This design comes from an exercise in tuning for small area, a short achievable clock period and few clock cycles per item on the open sky130 flow, not from production work. In this exercise RTL edits were held to simulation tests only and were not proved equivalent to the original. No activity file was given, so power comes from the tool's default toggle rates.

### flow/constraint.sdc
create_clock -name core_clock -period 4.0 [get_ports {clk}]
set_input_delay 0.8000 -clock core_clock [delete_from_list [all_inputs] [get_ports {clk}]]
set_output_delay 0.8000 -clock core_clock [all_outputs]
set_load 0.01 [all_outputs]
### flow/design.v
`timescale 1ns / 1ps
package ctt_pkg;
	localparam int SLOTW   = 4;
	localparam int TASKW   = 8;
	localparam int CNTW    = 16;
	localparam int SLOTINW = 3;
	localparam int STATW   = 2;
	typedef enum logic [1:0] {
		FUNC_TICK     = 2'd0,
		FUNC_ADD      = 2'd1,
		FUNC_DELETE   = 2'd2,
		FUNC_DISPATCH = 2'd3
	} func_t;
	typedef enum logic [STATW-1:0] {
		ST_OK    = 2'd0,
		ST_FULL  = 2'd1,
		ST_EMPTY = 2'd2
	} status_t;
	typedef struct packed {
		logic             valid;
		logic [TASKW-1:0] task_id;
		logic [CNTW-1:0]  delay;
		logic [CNTW-1:0]  period;
		logic             run;
	} slot_rec_t;
endpackage
`timescale 1ns / 1ps
module ctt_cell (
	input  logic               clk,
	input  logic               arst_n,
	input  logic               shift,
	input  ctt_pkg::slot_rec_t d,
	output ctt_pkg::slot_rec_t q
);
	ctt_pkg::slot_rec_t rec_q;
	always_ff @(posedge clk or negedge arst_n) begin
		if (!arst_n) begin
			rec_q <= '0;
		end else if (shift) begin
			rec_q <= d;
		end
	end
	assign q = rec_q;
endmodule
`timescale 1ns / 1ps
module cooperative_task_timer_table #(
	parameter int MAX_TASKS = 8
) (
	input  logic        clk,
	input  logic        arst_n,
	input  logic        s_tvalid,
	output logic        s_tready,
	input  logic [47:0] s_tdata,   
	input  logic [1:0]  s_tuser,   
	output logic        m_tvalid,
	input  logic        m_tready,
	output logic [15:0] m_tdata,   
	output logic [0:0]  m_tuser,   
	output logic        m_tlast
);
	localparam int IDXW = (MAX_TASKS > 1) ? $clog2(MAX_TASKS) : 1;
	localparam int CMPW = (IDXW > ctt_pkg::SLOTINW) ? IDXW : ctt_pkg::SLOTINW;
	localparam int RECW = 1 + ctt_pkg::TASKW + 2 * ctt_pkg::CNTW + 1;   
	logic [MAX_TASKS-1:0][RECW-1:0] cell_q;
	logic [MAX_TASKS-1:0][RECW-1:0] cell_d;
	ctt_pkg::slot_rec_t rec_nx;
	ctt_pkg::slot_rec_t head;
	logic [MAX_TASKS-1:0] due_vec;
	logic                         busy_q;
	ctt_pkg::func_t               op_q;
	logic [ctt_pkg::TASKW-1:0]    ident_q;
	logic [ctt_pkg::CNTW-1:0]     sdelay_q;
	logic [ctt_pkg::CNTW-1:0]     period_q;
	logic [ctt_pkg::SLOTINW-1:0]  slot_in_q;
	logic [IDXW-1:0]              k_q;
	logic                         found_q;
	logic [ctt_pkg::SLOTW-1:0]    add_slot_q;
	logic                         emitted_q;
	logic                         m_valid_q;
	logic [ctt_pkg::SLOTW-1:0]    m_slot_q;
	logic [ctt_pkg::TASKW-1:0]    m_task_q;
	ctt_pkg::status_t             m_status_q;
	logic                         m_due_q;
	logic                         m_last_q;
	logic                         hit;
	logic                         last_step;
	logic                         later_due;
	logic                         emit;
	logic                         step;
	logic                         accept;
	logic [ctt_pkg::SLOTW-1:0]    r_slot;
	logic [ctt_pkg::TASKW-1:0]    r_task;
	ctt_pkg::status_t             r_status;
	logic                         r_due;
	logic                         r_last;
	for (genvar i = 0; i < MAX_TASKS; i++) begin : g_cell
		if (i == MAX_TASKS - 1) begin : g_tail
			assign cell_d[i] = rec_nx;
		end else begin : g_mid
			assign cell_d[i] = cell_q[i+1];
		end
		ctt_pkg::slot_rec_t d_i;
		ctt_pkg::slot_rec_t q_i;
		assign d_i        = cell_d[i];
		assign cell_q[i]  = q_i;
		assign due_vec[i] = q_i.valid & q_i.run;
		ctt_cell u_cell (
			.clk    (clk),
			.arst_n (arst_n),
			.shift  (step),
			.d      (d_i),
			.q      (q_i)
		);
	end
	assign head      = cell_q[0];
	assign later_due = |(due_vec >> 1);
	assign last_step = (k_q == IDXW'(MAX_TASKS - 1));
	assign accept    = s_tvalid && s_tready;
	assign s_tready  = !busy_q;
	always_comb begin
		rec_nx = head;
		hit    = 1'b0;
		case (op_q)
			ctt_pkg::FUNC_TICK: begin
				if (head.valid) begin
					if (head.delay == '0) begin
						rec_nx.run = 1'b1;
						if (head.period != '0) begin
							rec_nx.delay = head.period;
						end
					end else begin
						rec_nx.delay = head.delay - ctt_pkg::CNTW'(1);
					end
				end
			end
			ctt_pkg::FUNC_ADD: begin
				if (!found_q && !head.valid) begin
					rec_nx.valid   = 1'b1;
					rec_nx.task_id = ident_q;
					rec_nx.delay   = sdelay_q;
					rec_nx.period  = period_q;
					rec_nx.run     = 1'b0;
					hit            = 1'b1;
				end
			end
			ctt_pkg::FUNC_DELETE: begin
				if (head.valid && (CMPW'(slot_in_q) == CMPW'(k_q))) begin
					rec_nx = '0;
					hit    = 1'b1;
				end
			end
			ctt_pkg::FUNC_DISPATCH: begin
				if (head.valid && head.run) begin
					rec_nx.run = 1'b0;
					if (head.period == '0) begin
						rec_nx = '0;
					end
					hit = 1'b1;
				end
			end
			default: begin
				rec_nx = head;
			end
		endcase
	end
	always_comb begin
		r_slot   = '0;
		r_task   = '0;
		r_status = ctt_pkg::ST_OK;
		r_due    = 1'b0;
		r_last   = 1'b1;
		case (op_q)
			ctt_pkg::FUNC_ADD: begin
				if (found_q) begin
					r_slot = add_slot_q;
				end else if (hit) begin
					r_slot = ctt_pkg::SLOTW'(k_q);
				end else begin
					r_slot   = ctt_pkg::SLOTW'(MAX_TASKS);
					r_status = ctt_pkg::ST_FULL;
				end
			end
			ctt_pkg::FUNC_DELETE: begin
				r_slot = ctt_pkg::SLOTW'(slot_in_q);
				if (!(found_q || hit)) begin
					r_status = ctt_pkg::ST_EMPTY;
				end
			end
			ctt_pkg::FUNC_DISPATCH: begin
				if (hit) begin
					r_slot = ctt_pkg::SLOTW'(k_q);
					r_task = head.task_id;
					r_due  = 1'b1;
					r_last = !later_due;
				end
			end
			default: begin
				r_slot = '0;
			end
		endcase
	end
	always_comb begin
		if (op_q == ctt_pkg::FUNC_DISPATCH) begin
			emit = busy_q && (hit || (last_step && !emitted_q));
		end else begin
			emit = busy_q && last_step;
		end
		step = busy_q && (!emit || !m_valid_q || m_tready);
	end
	always_ff @(posedge clk or negedge arst_n) begin
		if (!arst_n) begin
			busy_q     <= 1'b0;
			op_q       <= ctt_pkg::FUNC_TICK;
			k_q        <= '0;
			found_q    <= 1'b0;
			emitted_q  <= 1'b0;
			add_slot_q <= '0;
		end else if (accept) begin
			busy_q    <= 1'b1;
			op_q      <= ctt_pkg::func_t'(s_tuser);
			k_q       <= '0;
			found_q   <= 1'b0;
			emitted_q <= 1'b0;
		end else if (step) begin
			if (hit) begin
				found_q    <= 1'b1;
				emitted_q  <= 1'b1;
				add_slot_q <= ctt_pkg::SLOTW'(k_q);
			end
			if (last_step) begin
				busy_q <= 1'b0;
				k_q    <= '0;
			end else begin
				k_q <= k_q + IDXW'(1);
			end
		end
	end
	always_ff @(posedge clk) begin
		if (accept) begin
			ident_q   <= s_tdata[7:0];
			sdelay_q  <= s_tdata[23:8];
			period_q  <= s_tdata[39:24];
			slot_in_q <= s_tdata[42:40];
		end
	end
	always_ff @(posedge clk or negedge arst_n) begin
		if (!arst_n) begin
			m_valid_q <= 1'b0;
		end else if (step && emit) begin
			m_valid_q <= 1'b1;
		end else if (m_tready) begin
			m_valid_q <= 1'b0;
		end
	end
	always_ff @(posedge clk) begin
		if (step && emit) begin
			m_slot_q   <= r_slot;
			m_task_q   <= r_task;
			m_status_q <= r_status;
			m_due_q    <= r_due;
			m_last_q   <= r_last;
		end
	end
	assign m_tvalid   = m_valid_q;
	assign m_tdata    = {2'b00, m_status_q, m_task_q, m_slot_q};
	assign m_tuser[0] = m_due_q;
	assign m_tlast    = m_last_q;
endmodule
### flow/run.sh
#!/bin/bash
# synth_recipe.tcl (not shown) runs the flow's synth.tcl, then flattens the netlist and writes it again
# the make line also repeats each setting of config.mk as NAME=value (left out here)
make -C /OpenROAD-flow-scripts/flow DESIGN_CONFIG=/design/flow/config.mk WORK_HOME=/design/flow/orfs CLKGATE_MAP_FILE= SYNTH_SCRIPT=/design/flow/synth_recipe.tcl finish
### flow/config.mk
export PLATFORM = sky130hd
export DESIGN_NAME = cooperative_task_timer_table
export DESIGN_NICKNAME = cooperative_task_timer_table
export VERILOG_FILES = /design/flow/design.v
export SDC_FILE = /design/flow/constraint.sdc
export NUM_CORES = 4
export LEC_CHECK = 0
export CAP_MARGIN = 20
export CORE_MARGIN = 2
export CORE_UTILIZATION = 40
export SLEW_MARGIN = 20
==> summary.txt <==
routing by layer:
layer	track usage, %	wire length (um)	vias to the layer above
met5	0	0	-
met4	5.33	913	0
met3	2.93	1590	62
met2	27.0	16700	222
met1	25.1	17700	5857
li1	-	-	5902
registers in the layout (all words and copies together), names as in the netlist:
register	cells
sdelay_q	16
add_slot_q	3
ident_q	8
m_status_q	2
period_q	16
m_last_q	1
k_q	3
m_slot_q	4
op_q	2
m_valid_q	1
m_task_q	8
g_cell.u_cell.rec_q	336
slot_in_q	3
busy_q	1
m_due_q	1
emitted_q	1
worst max-delay path, cell delays in order (launching register included):
cell,delay [ns]
dfrtp_1,0.40
ha_1,0.53
a21bo_2,0.24
nand4b_1,0.13
o211ai_1,0.47
buf_12,0.44
o21ai_0,0.18
o31ai_1,0.21
cell type report:
type | count | area share [%]
Sequential cell | 406 | 53.9
Multi-Input combinational cell | 1267 | 29.7
Clock buffer | 72 | 6.69
Timing Repair Buffer | 96 | 5.37
Tap cell | 532 | 3.43
Clock inverter | 7 | 0.529
Inverter | 18 | 0.349
stage by stage:
step / setup WS, ns / cell area, um^2 / power [mW] / std cells / utilization (%)
after detailed placement: 1.10 / 18000 / 10.8 / 2319 / 43.9
after CTS: 1.15 / 19400 / 14.8 / 2398 / 47.3
final: 1.15 / 19400 / 14.6 / 2398 / 47.3
after floorplan: 1.57 / 16700 / 9.36 / 1801 / -
after global routing: 0.883 / 19400 / 15.6 / 2398 / 47.3
after global placement: 1.10 / 18000 / 10.6 / 2319 / 43.9
layout by cell type, fill, tap and decap left out, drive strengths merged, types with 3 or more instances in the layout:
| cell type | count |
|---|---|
| nand2 | 935 |
| dfrtp | 347 |
| clkbuf | 72 |
| clkdlybuf4s50 | 65 |
| edfxtp | 59 |
| o21ai | 39 |
| nand3 | 37 |
| nor2 | 32 |
| buf | 31 |
| o211ai | 28 |
| a21oi | 25 |
| inv | 19 |
| nor4 | 17 |
| nor3 | 13 |
| and2 | 9 |
| o31ai | 7 |
| a211oi | 7 |
| ha | 7 |
| a22oi | 6 |
| mux2i | 6 |
| or4 | 6 |
| mux2 | 5 |
| a221oi | 5 |
| nor3b | 5 |
| a21o | 4 |
| nand2b | 4 |
| o22ai | 4 |
| o41ai | 4 |
| a31oi | 4 |
| o31a | 3 |
| xor2 | 3 |
| nor2b | 3 |
| o21bai | 3 |
| a22o | 3 |
| nand4 | 3 |
| o211a | 3 |
| a2111oi | 3 |
| clkinv | 3 |
kinds of logic after synthesis:
logic type               after synthesis  synth area share (%)
AND/OR/NAND/NOR                     1078                  26.0
AO/OA/AOI/OAI                        165                  6.76
buffers and inverters                128                  3.26
XOR/XNOR                               4                 0.209
other                                  1                0.0224
multiplexers                          11                 0.696
flip-flops                           406                  62.5
adder cells (fa/ha/maj)                7                 0.523
worst max path at each step:
| stage | startpoint | endpoint | depth (start not counted) |
|---|---|---|---|
| 2_1_floorplan | op_q[0] | m_due_q | 7 |
| 3_3_place_gp | m_tready | g_cell[5].u_cell.rec_q[30] | 8 |
| 3_5_place_dp | m_tready | g_cell[5].u_cell.rec_q[27] | 8 |
| 4_1_cts | op_q[1] | g_cell[7].u_cell.rec_q[26] | 7 |
| 5_1_grt | op_q[1] | g_cell[7].u_cell.rec_q[24] | 7 |
| 6_report | op_q[1] | g_cell[7].u_cell.rec_q[26] | 7 |
power breakdown:
part | leakage (nW) | internal (mW) | total [mW] | switching (mW)
logic | 3.67 | 1.48 | 3.91 | 2.43
clock network | 0.677 | 2.34 | 3.91 | 1.57
registers | 5.10 | 5.70 | 6.78 | 1.08
total | 9.45 | 9.52 | 14.6 | 5.08
==> summary.md <==
| Metric | Value |
|---|---|
| Post-Syn Area per Cell | 9.29 um^2 |
| Leak pwr | 9.45 nW |
| Skew-Pair Late Insertion Delay | 0.54 ns |
| Sequential share of the synthesized area | 62.5% |
| Die height | 209 um |
| Vias in the first global route | 11800 |
| Area occupied by multi-input gates | 5760 um^2 |
| Pwr per Cell Area | 753 nW/um^2 |
| Io pins | 74 |
| Top FF cell, synth | dfrtp_1 |
| Fin Setup TNS | 0 ns |
| Gr usage total | 17.4% |
| Final Slew Violations | 0 |
| Seq cells post-synth | 406 |
| Total vias in the final route | 12000 |
| EDFF count, synth | 59 |
| Setup Viol. Count Final | 0 |
| Layout cells sized above 1 | 6.00% |
| Detailed-route wire length | 36900 um |
| Pre-Repair DR Iteration Count | 5 |
| CP endpoint kind | flip-flop |
| Synth unique cells | 73 |
| Register area | 10500 um^2 |
| Netlist Area Pre-Place | 16700 um^2 |
| RSZ-0062 raised after global routing | no |
| Status | no timing/DRC/antenna violations |
| Hold_ws | 0.283 ns |
| MaxCap Viol Count | 0 |
| Cell taking the most area after synthesis | dfrtp_1 |
| Starting DRT DRC Count | 946 |
| RR Endpoint | g_cell[7].u_cell.rec_q[26] |
| Detailed Place HPWL | 23100 um |
| Clock Skews | 0.0119 ns |
| Gpl congestion | 0.849 |
| DRC Markers | 0 |
| Post-synthesis cell count | 1800 |
| Remaining antenna violation count | 0 |
| Clock root buffer | clkbuf_16 |
| Syn. warnings | 2 |
| Crit path kind | reg2reg |
| Final Hold Fails | 0 |
| Normalized max-slew margin | 36.0% |
| Core Area | 41000 um^2 |
| Row count | 74 |
| Initial Util | 40.8% |
| Asr flop ratio synth | 85.5% |
| Cell with the most instances after synthesis | nand2_1 |
| Period utilization | 71.2% |
| Worst Reg-to-Reg Cells | 7 |
| DIE AREA | 43500 um^2 |
| Worst r2r src | op_q[1] |
| Worst setup SP type | flip-flop |
| CTS buffer count | 43 |
| Min Tclk post-route | 2.85 ns |
| Hold/Removal Path Class | in2async |
| VDD IR max | 409 uV |
| Clock Pin Slew Worst Setup and Hold Paths | 0.06 ns |
| Main area contributors after synthesis | dfrtp_1 (52%), nand2_1 (21%), edfxtp_1 (11%) |
| R2R setup slack | 1.15 ns |
| F_max | 351 MHz |
| Clk buf depth | 3 |
| Diode count | 0 |
| Fill cell count | 3838 |
| Most instantiated cells after synthesis | nand2_1 (935), dfrtp_1 (347), clkbuf_1 (62) |
| First-pass GRT wire length | 61900 um |
| Pin count of the biggest net entering global routing | 137 |
| P&R area growth vs syn | 15.9% |
| Die width | 209 um |
| # resized after CTS | 0 |
| Wirelength per Cell | 15.4 um |
| IO buf count | 66 |
| Total gr overflow | 0 |
| Post-CTS Setup Bufs | 0 |
| Nets | 1893 |
| Worst EP required | 4.45 ns |
| Initial antenna violation count | 0 |
| CTS sink count | 406 |
| CTS HTree Levels | 2 |
| TritonCTS clock tree | yes |
| Worst-Margin Slew | 0.951 ns |
| Top cell type's share of synthesized area | 51.9% |
| Max FO, Critical Path | 136 |
| Vias/cell | 5.02 |
| Hold Buf Count CTS | 0 |
| CP arrival | 3.30 ns |
Testbench counts, summed over its fixed seeds: cycles 108,004, items 12,000.

## static timing again, ports no longer ideal
The flow's constraints put no driver on any port. The routed layout listed below was extracted and timed again, unchanged, in two steps. Step 1 (the two cells are an assumption about what drives the block):
set clk [get_ports {clk}]
set_driving_cell -lib_cell sky130_fd_sc_hd__clkbuf_16 $clk
set_driving_cell -lib_cell sky130_fd_sc_hd__buf_2 [delete_from_list [all_inputs] $clk]
Step 2 adds t to the input delays and takes it off the output delays; t is the mean of the earliest and latest rising clock arrival at the registers after step 1. Input paths then give back, and output paths get back, about the clock's delay inside the block. Three values: no drivers, after step 1, after step 2; two values: the first two.
t (ns): 0.589
slack for setup (ns): 1.152 / 1.152 / 1.087
worst setup path at the end: input to register
After both steps this run still meets setup and hold. For this run, drivers alone change the setup slack by 0.000 ns; drivers and shift together by -0.065 ns.
